From an optimization exercise on the open Yosys and OpenROAD flow, aimed at small area; shortcuts taken in it are not production practice.
RTL that was checked went through simulation tests only; none was proved equivalent to the original.
Power figures rest on the tool's default switching activity, not on a simulated workload.

==> inputs of 08-09 <==
==> flow/design.v (excerpt) <==
module cfg_commit_ctrl
#(
    parameter int unsigned NREGS       = efi_cfg_pkg::NUM_REGS,
    parameter int unsigned TIMEOUT_CYC = 1000000
) (
    input  logic                   clk,
    input  logic                   rst_n,
    input  logic                   wr_en,
    input  logic [3:0]             wr_addr,
    input  logic [15:0]            wr_data,
    input  logic                   commit_req,
    input  logic                   abort,
    input  logic                   synced,
    input  logic                   trigger,
    input  logic [5:0]             outputs_busy,
    output logic [NREGS*16-1:0]    active_regs,
    output logic                   shadow_dirty,
    output logic                   commit_pending,
    output logic                   commit_done,
    output logic                   commit_err,
    output logic [2:0]             err_code
);
Settings: LEC_CHECK=0, CAP_MARGIN=20, CORE_MARGIN=2, CORE_UTILIZATION=40, CTS_BUF_LIST=sky130_fd_sc_hd__clkbuf_4, SLEW_MARGIN=20; clock period 10.0 ns.
run.sh (not shown) runs the stock make flow with config.mk's settings and CLKGATE_MAP_FILE= SYNTH_SCRIPT=/design/flow/synth_recipe.tcl, a recipe that flattens the netlist after the stock synthesis.
==> 08-15 (differences from 08-09) <==
==> flow/flow/run.sh (new file) <==
#!/bin/bash
# Standard layout, with each port buffered by the smallest buffer cell.
set -euo pipefail
export BUFFER_PORTS_ARGS="-buffer_cell sky130_fd_sc_hd__buf_1"
bash standard.sh > flow_standard.log 2>&1
==> flow/standard.sh (new file) <==
#!/bin/bash
# synth_recipe.tcl (not shown) runs the flow's synth.tcl, then flattens the netlist and writes it again
# the make line also repeats each setting of config.mk as NAME=value (left out here)
make -C /OpenROAD-flow-scripts/flow DESIGN_CONFIG=/design/flow/config.mk WORK_HOME=/design/flow/orfs CLKGATE_MAP_FILE= SYNTH_SCRIPT=/design/flow/synth_recipe.tcl "${@:-finish}"
Settings changed: CTS_BUF_LIST sky130_fd_sc_hd__clkbuf_4 to default.
removed: flow/run.sh
==> 06-25 (differences from 08-09) <==
Settings changed: CTS_BUF_LIST sky130_fd_sc_hd__clkbuf_4 to default, CTS_CLUSTER_DIAMETER from default to 50, CTS_CLUSTER_SIZE from default to 20.
==> metrics.cfg <==
[status]
status = finished clean

[power]
comb_cell_power_mw = 0.211
max-vdd-ir-drop_v = 0.0000918

[finish]
seq_share = 0.411
layout-drive-gt1-share = 0.121

[global_route]
use_met3 = 0.0882

[worst_setup_path]
max_stage_delay_ns = 0.81

[placement]
place_ws_ns = 3.76

[drt]
routed-wl-met2_um = 32900

[sta]
whs_ns = 0.416

The numbers above come from 08-09.

==> metrics.cfg <==
[status]
status = finished clean

[drt]
routed-wl-met2_um = 30800
drc = 0

[synth]
synth.most_common_cell = dfxtp_1
syn_area_per_cell_sq_um = 11.2

[placement]
place_ws_ns = 3.64
routabilityCongestion = 0.878

[power]
max-vdd-ir-drop_v = 0.000158
powerDensity_nw_per_um2 = 181

[global_route]
grt_pass1_wl_um = 99900
use_met3 = 0.0616

[sta]
fin_setup_tns_ns = 0

[worst_setup_path]
max_stage_delay_ns = 0.86

[finish]
layout-drive-gt1-share = 0.0682
seq_share = 0.439

The numbers above come from 08-15.

==> metrics.cfg <==
[finish]
layout-drive-gt1-share = 0.0640

[global_route]
use_met3 = 0.0606
grt_pass1_wl_um = 104000

[drt]
routed-wl-met2_um = 32000

[worst_setup_path]
max_stage_delay_ns = 0.75

[placement]
place_ws_ns = 3.76

[cts]
post_cts_buffers = 0

[status]
status = finished clean

[power]
comb_cell_power_mw = 0.210

The numbers above come from 06-25.



==> trial 87: inputs <==
cfg_commit_ctrl, a different RTL version from the one above (not shown whole).
export LEC_CHECK = 0
export CAP_MARGIN = 20
export CORE_MARGIN = 2
export CORE_UTILIZATION = 60
export CTS_CLUSTER_DIAMETER = 70
export CTS_CLUSTER_SIZE = 30
export SLEW_MARGIN = 20
create_clock -name core_clock -period 10.0 [get_ports {clk}]
standard.sh (not shown) runs the stock make flow with config.mk's settings and CLKGATE_MAP_FILE= SYNTH_SCRIPT=/design/flow/synth_recipe.tcl, a recipe that flattens the netlist after the stock synthesis.
==> flow/flow/run.sh <==
#!/bin/bash
# The standard layout with these changes:
#  - each port is buffered by the smallest buffer cell (buf_1);
#  - clock tree synthesis adds no dummy loads (its arguments are otherwise the
#    standard ones, with config.mk's cluster size and diameter);
#  - after the standard synthesis, flow/fa_polarity.py picks the polarity of each
#    full adder and of the AND/NAND gates feeding them so that fewer inverters
#    are needed (same logic function, same registers).
set -euo pipefail
export BUFFER_PORTS_ARGS="-buffer_cell sky130_fd_sc_hd__buf_1"
export CTS_ARGS="-sink_clustering_enable -repair_clock_nets -sink_clustering_size 30 -sink_clustering_max_diameter 70 -dont_use_dummy_load"
R=orfs/results/${FLOW_PLATFORM}/cfg_commit_ctrl/base
bash standard.sh synth > flow_synth.log 2>&1
cp "$R/1_2_yosys.v" synth_before_polarity.v
python3 flow/fa_polarity.py synth_before_polarity.v "$R/1_2_yosys.v" > fa_polarity.log 2>&1
rm -f "$R/1_synth.odb" "$R/1_synth.sdc"
bash standard.sh > flow_standard.log 2>&1
Other scripts of this flow, unchanged in this note and not shown: flow/flow/fa_polarity.py
==> build 81: changes against trial 87 <==
CAP_MARGIN = 0   (was 20)
CORE_UTILIZATION = 40   (was 60)
SLEW_MARGIN = 0   (was 20)
==> trial 21: changes against trial 87 <==
==> flow/flow/run.sh (replaced) <==
#!/bin/bash
# The standard layout with two changes:
#  - each port is buffered by the smallest buffer cell (buf_1);
#  - after the standard synthesis, flow/fa_polarity.py picks the polarity of each
#    full adder and of the AND/NAND gates feeding them so that fewer inverters
#    are needed (same logic function, same registers).
set -euo pipefail
export BUFFER_PORTS_ARGS="-buffer_cell sky130_fd_sc_hd__buf_1"
R=orfs/results/${FLOW_PLATFORM}/cfg_commit_ctrl/base
bash standard.sh synth > flow_synth.log 2>&1
cp "$R/1_2_yosys.v" synth_before_polarity.v
python3 flow/fa_polarity.py synth_before_polarity.v "$R/1_2_yosys.v" > fa_polarity.log 2>&1
rm -f "$R/1_synth.odb" "$R/1_synth.sdc"
bash standard.sh > flow_standard.log 2>&1
CORE_UTILIZATION = 40   (was 60)
==> summary.md <==
| Metric | Value |
|---|---|
| Clk pwr | `1.52 mW` |
| Die area | `52600 sq um` |
| Seq area share | `46.5%` |
| Int Pwr | `2.91 mW` |
| Layout Utilization | `46.3%` |
| Via count | `15.0k` |
| Switching share of total power | `25.7%` |
| GRT met3 Usage | `5.43%` |
| First-pass GRT wire length | `96700 um` |
| Pleak | `8.21 nW` |
| Vias in the first global route | `14.8k` |
| Run status | `timing/DRC/antenna clean` |
| WP depth | `24` |
| DRT Wirelength | `65600 um` |
| Worst-Margin Slew | `1040 ps` |
| Total Power | `3.92 mW` |
(the above is from trial 21)
==> summary.md <==
| Metric | Value |
|---|---|
| Vias in the first global route | `14.8k` |
| Switching share of total power | `23.5%` |
| Seq area share | `47.4%` |
| Total Power | `3.63 mW` |
| GRT met3 Usage | `5.55%` |
| Int Pwr | `2.78 mW` |
| WP depth | `23` |
| Layout Utilization | `45.4%` |
| Via count | `15.0k` |
| Pleak | `8.02 nW` |
| DRT Wirelength | `67300 um` |
| Postcts setup bufs | `0` |
| Clk pwr | `1.23 mW` |
| Worst-Margin Slew | `1240 ps` |
| Run status | `timing/DRC/antenna clean` |
| Tapcell Cnt | `672` |
(the above is from build 81)
==> summary.md <==
| Metric | Value |
|---|---|
| Clock slew at the register clock pins of the worst setup and hold paths | `70 ps` |
| Pleak | `7.98 nW` |
| Switching share of total power | `23.1%` |
| Int Pwr | `2.74 mW` |
| Run status | `timing/DRC/antenna clean` |
| Worst-Margin Slew | `1260 ps` |
| Via count | `15.2k` |
| Clk pwr | `1.17 mW` |
| Die area | `35300 sq um` |
| DRT Wirelength | `59800 um` |
| Combinational Power Share | `6.2%` |
| WP depth | `23` |
| Layout Utilization | `67.1%` |
| Total Power | `3.57 mW` |
| Vias in the first global route | `14.7k` |
| Seq area share | `48.1%` |
(the above is from trial 87)
Function was not checked in any run of this note: the RTL went through the layout flow alone.

## afterwards: timing with drivers on the ports
No port has a modelled driver above. Below, the same layouts with a new extraction and two added sets of constraints.
Step 1: set_driving_cell puts a clkbuf_16 on clk and a buf_2 on each other input, an assumption about the parent block.
Step 2, shift: input delay + t, output delay - t, t = (earliest + latest rising clock arrival at the registers) / 2. This alone moves slack from input paths to output paths.
Three values: ideal, step 1, step 2; two values: the first two.
run | t, ns | setup slack, ns | worst setup path at the end | worst register clock-pin slew, ns | pins driven straight from the clock port
08-09 | 1.002 | 3.693 / 3.693 / 3.693 | register to register | 0.08 / 0.08 | 1
08-15 | 0.667 | 3.500 / 3.500 / 3.500 | register to register | 0.07 / 0.07 | 1
06-25 | 0.655 | 3.734 / 3.734 / 3.734 | register to register | 0.08 / 0.08 | 1
trial 87 | 0.633 | 0.524 / 0.524 / 0.524 | register to register | 0.11 / 0.11 | 1
build 81 | 0.657 | 0.649 / 0.649 / 0.649 | register to register | 0.11 / 0.11 | 1
trial 21 | 0.684 | 0.683 / 0.683 / 0.683 | register to register | 0.11 / 0.11 | 1
After both steps setup and hold are still met in every run listed.
